This design comes from an exercise in tuning for small area on the open sky130 flow, not from production work. Only simulation tests tie the RTL to the original design; equivalence was not proved. Power is estimated from default activity; no workload was simulated.

[flow/design.v]
package jtp_pkg;
    localparam int POS_BITS_DEF  = 18;
    localparam int FRAC_BITS_DEF = 16;
    localparam int TICK_W        = 16;
endpackage
module jump_trajectory_profiler_top #(
    parameter int POS_BITS  = 18,
    parameter int FRAC_BITS = 16,
    localparam int CFG_W    = (POS_BITS > 16) ? POS_BITS : 16
) (
    input  logic                       i_clk,
    input  logic                       i_rst_n,
    input  logic                       i_cfg_wr_en,
    input  logic [2:0]                 i_cfg_addr,
    input  logic [CFG_W-1:0]           i_cfg_wr_data,
    input  logic                       i_in_valid,
    output logic                       o_in_stall,
    input  logic                       i_command,
    input  logic signed [POS_BITS-1:0] i_start_height,
    output logic                       o_out_valid,
    input  logic                       i_out_stall,
    output logic signed [POS_BITS-1:0] o_target_x,
    output logic signed [POS_BITS-1:0] o_target_z,
    output logic [2:0]                 o_phase
);
    localparam logic [2:0] PH_CROUCH = 3'd0;
    localparam logic [2:0] PH_LIFT   = 3'd1;
    localparam logic [2:0] PH_HOLD   = 3'd2;
    localparam logic [2:0] PH_LAND   = 3'd3;
    localparam logic [2:0] PH_RISE   = 3'd4;
    localparam logic [2:0] PH_IDLE   = 3'd5;
    logic [15:0] r_c, r_l, r_d, r_f;
    logic [17:0] r_ch, r_fh, r_rh, r_bd;
    logic [17:0] r_tick, r_entry, r_hx, r_hz;
    logic [19:0] r_a;
    logic [7:0]  r_pc;
    logic [2:0]  r_ph;
    logic        r_ov;
    logic st_idle, st_sk0, st_sk1, st_sk3, st_chk, st_inc;
    logic st_c0, st_c1, st_c2, st_c3, st_c4, st_c5, st_c6, st_div;
    logic st_sq, st_cp, st_gq, st_mx, st_fx, st_mz, st_fz;
    assign st_idle = (r_pc == 8'd0);
    assign st_sk0  = (r_pc == 8'd3);
    assign st_sk1  = (r_pc == 8'd4) || (r_pc == 8'd5);
    assign st_sk3  = (r_pc == 8'd6);
    assign st_chk  = (r_pc == 8'd7);
    assign st_inc  = (r_pc == 8'd8);
    assign st_c0   = (r_pc == 8'd9);
    assign st_c1   = (r_pc == 8'd10);
    assign st_c2   = (r_pc == 8'd11);
    assign st_c3   = (r_pc == 8'd12);
    assign st_c4   = (r_pc == 8'd13);
    assign st_c5   = (r_pc == 8'd14);
    assign st_c6   = (r_pc == 8'd15);
    assign st_div  = (r_pc[7:4] == 4'h1) || (r_pc == 8'd32);
    assign st_sq   = (r_pc[7:4] == 4'h3);
    assign st_cp   = (r_pc == 8'd64) || (r_pc == 8'd96);
    assign st_gq   = (r_pc[7:4] == 4'h5);
    assign st_mx   = (r_pc[7:5] == 3'd4);
    assign st_fx   = (r_pc == 8'd160);
    assign st_mz   = (r_pc[7:5] == 3'd6);
    assign st_fz   = (r_pc == 8'd224);
    logic w_bit, w_odd, w_sat, w_an;
    assign w_bit = r_hz[0];
    assign w_odd = r_pc[0];
    assign w_sat = r_hz[16];
    assign w_an  = r_a[19];
    logic ph_cr, ph_li, ph_ho, ph_la, ph_ri;
    assign ph_cr = (r_ph == PH_CROUCH);
    assign ph_li = (r_ph == PH_LIFT);
    assign ph_ho = (r_ph == PH_HOLD);
    assign ph_la = (r_ph == PH_LAND);
    assign ph_ri = !(ph_cr || ph_li || ph_ho || ph_la);
    logic use_bz, use_az, use_bx, use_ax;
    assign use_bz = (st_mz && !w_odd && w_bit) || (st_fz && w_sat);
    assign use_az = (st_mz && w_odd && w_bit) || (st_fz && !w_sat);
    assign use_bx = (st_mx && !w_odd && w_bit) || (st_fx && w_sat);
    assign use_ax = (st_mx && w_odd && w_bit) || (st_fx && !w_sat);
    logic s_c, s_l, s_d, s_f, s_tick, s_bd, s_en, s_ch, s_fh, s_rh, s_p, s_g, s_h;
    assign s_tick = st_sk0 || st_inc;
    assign s_c    = st_sk1 || st_c0 || (st_c1 && w_an) || (st_div && (ph_cr || ph_ri));
    assign s_l    = (st_c1 && !w_an) || st_c2 || (st_div && ph_li);
    assign s_d    = st_c3 || (st_c5 && !w_an) || (st_c6 && w_an) || (st_div && ph_la);
    assign s_f    = st_sk3 || st_c4 || (st_c5 && w_an);
    assign s_p    = st_sq && w_bit && !w_sat;    
    assign s_g    = st_gq && w_bit;
    assign s_bd   = (use_bx && (ph_li || ph_ho)) || (use_ax && (ph_ho || ph_la));
    assign s_en   = use_az && ph_cr;
    assign s_ch   = (use_bz && (ph_cr || ph_la)) || (use_az && (ph_li || ph_ri));
    assign s_fh   = (use_bz && (ph_li || ph_ho)) || (use_az && (ph_ho || ph_la));
    assign s_rh   = use_bz && ph_ri;
    assign s_h    = s_bd || s_en || s_ch || s_fh || s_rh;
    logic w_inv, w_cin;
    assign w_inv = st_sk1 || st_sk3 || st_c0 || (st_c1 && !w_an) || st_c4 || (st_c5 && !w_an) ||
                   (st_div && !w_an) || ((st_mx || st_mz) && w_odd && w_bit);
    assign w_cin = w_inv || st_inc || s_g;
    logic [17:0] w_y18;
    logic [19:0] w_y;
    assign w_y18 = ({18{s_c}}    & {2'b0, r_c})
                 | ({18{s_l}}    & {2'b0, r_l})
                 | ({18{s_d}}    & {2'b0, r_d})
                 | ({18{s_f}}    & {2'b0, r_f})
                 | ({18{s_tick}} & r_tick)
                 | ({18{s_p}}    & {2'b0, r_hx[15:0]})
                 | ({18{s_g}}    & {~r_hx[15], r_hx[15], ~r_hx[14:0], 1'b1})
                 | ({18{s_bd}}   & r_bd)
                 | ({18{s_en}}   & r_entry)
                 | ({18{s_ch}}   & r_ch)
                 | ({18{s_fh}}   & r_fh)
                 | ({18{s_rh}}   & r_rh);
    assign w_y = {{2{w_y18[17] && s_h}}, w_y18};
    localparam int CS = 13;
    logic [19:0] w_yi, w_sum;
    logic [CS:0] w_cy;
    logic [20:CS] w_c0, w_c1;
    logic [19:CS] w_s0, w_s1;
    assign w_yi  = w_y ^ {20{w_inv}};
    assign w_cy[0] = w_cin;
    assign w_c0[CS] = 1'b0;
    assign w_c1[CS] = 1'b1;
    genvar gi;
    generate
        for (gi = 0; gi < CS; gi++) begin : g_add
            assign w_sum[gi]  = r_a[gi] ^ w_yi[gi] ^ w_cy[gi];
            assign w_cy[gi+1] = (r_a[gi] & w_yi[gi]) | (r_a[gi] & w_cy[gi]) | (w_yi[gi] & w_cy[gi]);
        end
        for (gi = CS; gi < 20; gi++) begin : g_sel
            assign w_s0[gi]   = r_a[gi] ^ w_yi[gi] ^ w_c0[gi];
            assign w_c0[gi+1] = (r_a[gi] & w_yi[gi]) | (r_a[gi] & w_c0[gi]) | (w_yi[gi] & w_c0[gi]);
            assign w_s1[gi]   = r_a[gi] ^ w_yi[gi] ^ w_c1[gi];
            assign w_c1[gi+1] = (r_a[gi] & w_yi[gi]) | (r_a[gi] & w_c1[gi]) | (w_yi[gi] & w_c1[gi]);
        end
    endgenerate
    assign w_sum[19:CS] = w_cy[CS] ? w_s1 : w_s0;
    logic w_neg;
    assign w_neg = w_sum[19];
    logic w_start, w_go, w_skip, w_accept, w_jump0, w_jumpd;
    assign w_start  = st_idle && i_in_valid && !r_ov && !i_command;
    assign w_go     = st_idle && i_in_valid && !r_ov && i_command;
    assign w_skip   = st_chk && !w_an;
    assign w_accept = w_start || w_skip || st_fz;
    assign w_jump0  = (st_idle && !w_go) || w_skip || st_fz;
    assign w_jumpd  = (st_c1 || st_c2 || st_c5) && w_an;
    assign o_in_stall  = !w_accept;
    assign o_out_valid = r_ov;
    assign o_target_x  = r_hx;
    assign o_target_z  = r_hz;
    assign o_phase     = r_ph;
    always_ff @(posedge i_clk) begin
        if (!i_rst_n) begin
            r_pc <= 8'd0;
            r_ov <= 1'b0;
        end else begin
            r_pc <= w_jump0 ? 8'd0 : (w_jumpd ? 8'd16 : r_pc + 8'd1);
            r_ov <= w_accept || (r_ov && i_out_stall);
        end
    end
    logic a_sum, a_shl, a_shr;
    assign a_shl = st_div;
    assign a_shr = st_sq || st_gq || ((st_mx || st_mz) && w_odd);
    assign a_sum = st_sk0 || st_sk1 || st_sk3 || st_inc || st_c0 || st_c1 || st_c2 || st_c3 ||
                   st_c4 || st_c5 || st_c6 || st_cp || ((st_mx || st_mz) && !w_odd);
    always_ff @(posedge i_clk) begin
        r_a <= ({20{a_sum}} & w_sum)
             | ({20{a_shl}} & {w_sum[18:0], 1'b0})
             | ({20{a_shr}} & {w_sum[19], w_sum[19:1]});
        if (w_start || w_skip) begin
            r_ph <= PH_IDLE;
        end else if (st_c1 && w_an) begin
            r_ph <= PH_CROUCH;
        end else if (st_c2 && w_an) begin
            r_ph <= PH_LIFT;
        end else if (st_c5 && w_an) begin
            r_ph <= PH_HOLD;
        end else if (st_c6) begin
            r_ph <= w_an ? PH_LAND : PH_RISE;
        end
    end
    logic [17:0] w_wd0, w_wd1;
    assign w_wd0 = i_rst_n ? i_cfg_wr_data[17:0] : 18'd0;
    assign w_wd1 = i_rst_n ? i_cfg_wr_data[17:0] : 18'h3ffff;
    logic [7:0] w_we;
    always_comb begin
        for (int k = 0; k < 8; k++) begin
            w_we[k] = !i_rst_n || (i_cfg_wr_en && (i_cfg_addr == 3'(k)));
        end
    end
    localparam logic [15:0] RV_C  = 16'd300;
    localparam logic [15:0] RV_L  = 16'd100;
    localparam logic [15:0] RV_D  = 16'd100;
    localparam logic [15:0] RV_F  = 16'd300;
    localparam logic [17:0] RV_CH = 18'(-9830);
    localparam logic [17:0] RV_FH = 18'(-16384);
    localparam logic [17:0] RV_RH = 18'(-13107);
    localparam logic [17:0] RV_BD = 18'd3277;
    logic [17:0] w_nc, w_nl, w_nd, w_nf;
    assign w_nc = ({2'b0, RV_C} & w_wd1) | (~{2'b0, RV_C} & w_wd0);
    assign w_nl = ({2'b0, RV_L} & w_wd1) | (~{2'b0, RV_L} & w_wd0);
    assign w_nd = ({2'b0, RV_D} & w_wd1) | (~{2'b0, RV_D} & w_wd0);
    assign w_nf = ({2'b0, RV_F} & w_wd1) | (~{2'b0, RV_F} & w_wd0);
    always_ff @(posedge i_clk) begin
        if (w_we[0]) r_c  <= w_nc[15:0];
        if (w_we[1]) r_l  <= w_nl[15:0];
        if (w_we[2]) r_d  <= w_nd[15:0];
        if (w_we[3]) r_f  <= w_nf[15:0];
        if (w_we[4]) r_ch <= (RV_CH & w_wd1) | (~RV_CH & w_wd0);
        if (w_we[5]) r_fh <= (RV_FH & w_wd1) | (~RV_FH & w_wd0);
        if (w_we[6]) r_rh <= (RV_RH & w_wd1) | (~RV_RH & w_wd0);
        if (w_we[7]) r_bd <= (RV_BD & w_wd1) | (~RV_BD & w_wd0);
    end
    logic t_new, t_hold, e_new, e_hold;
    assign t_new  = i_rst_n && st_inc;
    assign t_hold = i_rst_n && !st_inc && !w_start;
    assign e_new  = i_rst_n && w_start;
    assign e_hold = i_rst_n && !w_start;
    logic x_shl, x_sum, x_hold;
    assign x_shl  = i_rst_n && st_div;
    assign x_sum  = i_rst_n && st_fx;
    assign x_hold = i_rst_n && !st_div && !st_fx;
    logic z_shl, z_rot, z_sum, z_sumh, z_hold, z_holdh;
    assign z_shl   = i_rst_n && st_div;
    assign z_rot   = i_rst_n && a_shr;
    assign z_sum   = i_rst_n && (st_cp || st_fz);
    assign z_sumh  = i_rst_n && st_fz;
    assign z_hold  = i_rst_n && !st_div && !a_shr && !st_cp && !st_fz;
    assign z_holdh = i_rst_n && !st_div && !st_fz;
    always_ff @(posedge i_clk) begin
        r_tick  <= ({18{t_new}} & w_sum[17:0]) | ({18{t_hold}} & r_tick);
        r_entry <= ({18{e_new}} & i_start_height) | ({18{e_hold}} & r_entry);
        r_hx    <= ({18{x_shl}} & {r_hx[16:0], !w_neg}) | ({18{x_sum}} & w_sum[17:0])
                 | ({18{x_hold}} & r_hx);
        r_hz[15:0]  <= ({16{z_shl}} & {r_hz[14:0], !w_neg}) | ({16{z_rot}} & {r_hz[0], r_hz[15:1]})
                     | ({16{z_sum}} & w_sum[15:0]) | ({16{z_hold}} & r_hz[15:0]);
        r_hz[17:16] <= ({2{z_shl}} & r_hz[16:15]) | ({2{z_sumh}} & w_sum[17:16])
                     | ({2{z_holdh}} & r_hz[17:16]);
    end
endmodule
[flow/flow/run.sh]
#!/bin/bash
# Standard ORFS layout with three changes that only affect cell sizing:
#  - synthesis maps logic with an area-oriented ABC script (the Yosys steps,
#    and so the registers, are those of the standard synthesis);
#  - port buffers use buf_1;
#  - CTS inserts no dummy loads.
set -euo pipefail
here=$(pwd)
rm -rf "$here/scripts_area"
cp -r "$FLOW_HOME/scripts" "$here/scripts_area"
cp "$here/flow/abc_area.script" "$here/scripts_area/abc_speed.script"
bash standard.sh SCRIPTS_DIR="$here/scripts_area" synth > "$here/flow_synth.log" 2>&1
bash standard.sh \
  BUFFER_PORTS_ARGS="-buffer_cell sky130_fd_sc_hd__buf_1" \
  CTS_ARGS="-sink_clustering_enable -repair_clock_nets -dont_use_dummy_load -sink_clustering_size 30 -sink_clustering_max_diameter 100 -sink_clustering_buffer sky130_fd_sc_hd__clkbuf_16 -buf_list sky130_fd_sc_hd__clkbuf_4 -root_buf sky130_fd_sc_hd__clkbuf_4" \
  finish > "$here/flow_finish.log" 2>&1
[flow/flow/abc_area.script]
strash
&get -n
&dch
&nf -R 1000
&put
topo
[flow/standard.sh]
#!/bin/bash
# synth_recipe.tcl (not shown) runs the flow's synth.tcl, then flattens the netlist and writes it again
# the make line also repeats each setting of config.mk as NAME=value (left out here)
make -C /OpenROAD-flow-scripts/flow DESIGN_CONFIG=/design/flow/config.mk WORK_HOME=/design/flow/orfs CLKGATE_MAP_FILE= SYNTH_SCRIPT=/design/flow/synth_recipe.tcl "${@:-finish}"
[flow/config.mk]
export PLATFORM = sky130hd
export DESIGN_NAME = jump_trajectory_profiler_top
export DESIGN_NICKNAME = jump_trajectory_profiler_top
export VERILOG_FILES = /design/flow/design.v
export SDC_FILE = /design/flow/constraint.sdc
export NUM_CORES = 4
export LEC_CHECK = 0
export CAP_MARGIN = 20
export CORE_MARGIN = 2
export CORE_UTILIZATION = 60
export SLEW_MARGIN = 20
[flow/constraint.sdc]
create_clock -name core_clock -period 10.0 [get_ports {i_clk}]
set_input_delay 2.0000 -clock core_clock [delete_from_list [all_inputs] [get_ports {i_clk}]]
set_output_delay 2.0000 -clock core_clock [all_outputs]
set_load 0.01 [all_outputs]
==> run summary <==
## logic make-up after synthesis
| logic type | Yosys count | share of synthesized area |
|---|---|---|
| and+or+nand+nor | 293 | 0.134 |
| buffers and inverters | 24 | 0.00960 |
| adders and majority gates | 24 | 0.0391 |
| DFF | 240 | 0.606 |
| xor gates and xnor gates | 32 | 0.0276 |
| AOI/OAI and AO/OA | 233 | 0.181 |
| muxes | 2 | 0.00197 |
## cells in the mapped netlist, types with 22 or more instances
cell      number  share of area
and2_0        27          0.017
dfxtp_1      104           0.20
edfxtp_1     136           0.40
nand2b_1      24          0.015
a22oi_1       39          0.029
nor2_1        36          0.013
a222oi_1      48          0.047
nand2_1      137          0.051
clkinv_1      22         0.0081
a22o_1        32          0.028
o21ai_0       39          0.019
nand3_1       25          0.012
## through the flow
step           cell area (um2)  hold slack [ns]  setup slack (ns)
3_3_place_gp             11000            0.449             0.722
4_1_cts                  11200            0.479             0.622
2_1_floorplan            10200            0.426             0.832
5_1_grt                  11200            0.501            0.0399
6_report                 11200            0.480             0.671
3_5_place_dp             11000            0.456             0.601
## power breakdown
group	switching, uW	leakage (uW)	internal, uW	total, uW
clock network	284	0.000125	175	459
logic	50.4	0.00179	19.7	70.1
registers	19.8	0.00217	1100	1120
## sequential cells by signal (all words and copies together), names as in the netlist, 18 cells and up
| name | flops |
|---|---|
| r_bd | 18 |
| r_entry | 18 |
| r_hx | 18 |
| r_a | 20 |
| r_fh | 18 |
| r_ch | 18 |
| r_hz | 18 |
| r_rh | 18 |
| r_tick | 18 |
## repair_timing
| item | 4_1_cts | 5_1_grt |
|---|---|---|
| hold endpoints to repair | 0 | 0 |
| setup endpoints to repair | 0 | 5 |
| resized for setup | 0 | 1 |
| hold buffers | 0 | 0 |
| setup buffers | 0 | 0 |
## critical path, delay by kind of cell (launching register included)
family | cells | cell delay (ns)
adders and majority gates | 14 | 5.57
AOI/OAI and AO/OA | 5 | 1.30
and+or+nand+nor | 9 | 1.12
DFF | 1 | 0.52
xor gates and xnor gates | 2 | 0.38
buffers and inverters | 3 | 0.37
## worst paths after layout
kind / from / to
worst max register to register: r_pc[0] / r_hz[0]
worst min-delay path: r_hz[3] / r_hz[2]
worst min register to register: r_hz[3] / r_hz[2]
worst max-delay path: r_pc[0] / r_hz[0]
## layer usage
layer	part of all wire	global-route usage	up-vias
met3	0.11	0.0412	26
li1	-	-	3561
met5	0	0	-
met4	0.013	0.0579	0
met1	0.41	0.452	3893
met2	0.47	0.480	513
## area by class of cell
class / instances / area, um2
Clock buffer: 12 / 248
Inverter: 22 / 82.6
Tap cell: 220 / 275
Sequential cell: 240 / 6170
Multi-Input combinational cell: 584 / 3920
Antenna cell: 1 / 2.50
Fill cell: 1304 / 5350
Timing Repair Buffer: 114 / 538
==> metrics.md <==
| Metric | Value |
|---|---|
| Outcome | no timing/DRC/antenna violations |
| CTS tree | yes |
| Pin count of the biggest net entering global routing | 39 |
| Power Total | 1650 uW |
| R2r setup slk | 0.67 ns |
| I/O pins | 86 |
| Total wire length | about 27000 um |
| Avg Inst Size Synth | about 12 um2 |
| Final Setup Violations | 0 |
| RSZ-0062 raised after global routing | no |
| Post-Syn Nets | just over 900 |
| Synth cell types | 48 |
| GRT Resource Usage Total | 0.302 |
| Syn Std Cell Area | about 10000 um2 |
| Critical Path Start Type | flip-flop |
| Worst-path clk slew | between 0.1 and 0.15 ns |
| Clk buf depth | 3 |
| Post-synthesis sequential area ratio | 0.606 |
| Crit-path most repeated cell | fa_1 |
| Critical path data arrival time | around 9.8 ns |
| Most common cell after layout, fill and taps aside | nand2_1 |
| Via density | 6.70 |
| Final Hold Viols | 0 |
| Worst Tran Pin Value | just under 0.9 ns |
| DRT Pass-1 Iters | 10 |
| CP max-delay cell | fa_1 |
| Hold Path Class | reg -> reg |
| FP Rows | 47 |
| Register bit total from synthesis | 240 |
| Port bufs | 85 |
| Chip Height | around 130 um |
| Setup TNS | 0 ns |
| Clk sinks | 240 |
| Via count | 7993 |
| Tcrit/Tclk final | 0.933 |
| Initial drt markers | between 1000 and 1500 |
| Fin util | 0.677 |
| First-pass GRT wire length | between 40000 and 50000 um |
| Most frequent cells in the layout | nand2_1, edfxtp_1, dfxtp_1 |
| Post-synth EDFFs | 136 |
| Die width | 134 um |
| PD cells | around 150 nW/um2 |
| Nets@finish | between 1000 and 1500 |
| Leak pwr | just over 0.004 uW |
| Placeable Area | between 15000 and 20000 um2 |
| Area growth syn-to-layout | 10.5% |
| Skew-Pair Late Insertion Delay | ~0.62 ns |
| Layout Cells excl Fill | between 1000 and 1500 |
| Pins Over Slew Limit | 0 |
| Nature of the critical path endpoint | flip-flop |
| Worst Skew | 0.0830 ns |
| Max FO, Critical Path | 9 |
| WL per Instance | between 20 and 25 um |
| Initial core utilization | 0.613 |
| RePlAce Congestion | 0.920 |
| Antenna viol nets, final | 0 |
| Min cycle time layout | 9.33 ns |
| Post-DP HPWL | 18500 um |
| R2R depth | 33 |
| Dpl cells | roughly 1200 |
| Max VDD drop | around 0.13 mV |
| Worst endpoint required time | approximately 11 ns |
| Initial antenna violation count | 1 |
| Vias in the first global route | about 7400 |
| Main synth FF type | edfxtp_1 |
| Worst relative slew slack | 0.412 |
| Share of cells above drive strength 1 | 0.0473 |
| CTS Buf Count | 12 |
| DR DRC count | 0 |
| Slowest cell delay on critical path | around 0.56 ns |
| Die area | ~18000 um2 |
| H-tree depth | 1 |
| Overflow after GRT | 0 |
| Synth warnings | 1 |
| Clock root cell | clkbuf_4 |
| Ys async rst share | 0 |
| Max-cap violations | 0 |
| Fmax | about 0.11 GHz |
| WS Path Type | reg -> reg |
| Gate Count Post-Synth | approximately 850 |
| Hold depth | 2 |

what the ideal ports hide:
Ports are ideal in the flow. The routed layout listed here was re-timed in OpenROAD. Step 1 sets driving cells, clkbuf_16 on the clock port and buf_2 on the other inputs (assumed; they add their load-dependent delay and slew). Step 2 times the ports against the registers' clock, not the clock port: input delays grow and output delays shrink by t, the midpoint of the rising clock arrivals with the driver on. Three values: ideal ports, drivers, drivers and shift; two values: the first two.
shift t [ns]: 0.617
setup WS [ns]: 0.671 / 0.671 / 0.671
worst data-port slew with drivers (ns): 0.05
After both steps setup and hold are still met in this run. For this run, drivers alone change the setup slack by 0.000 ns; drivers and shift together by 0.000 ns.
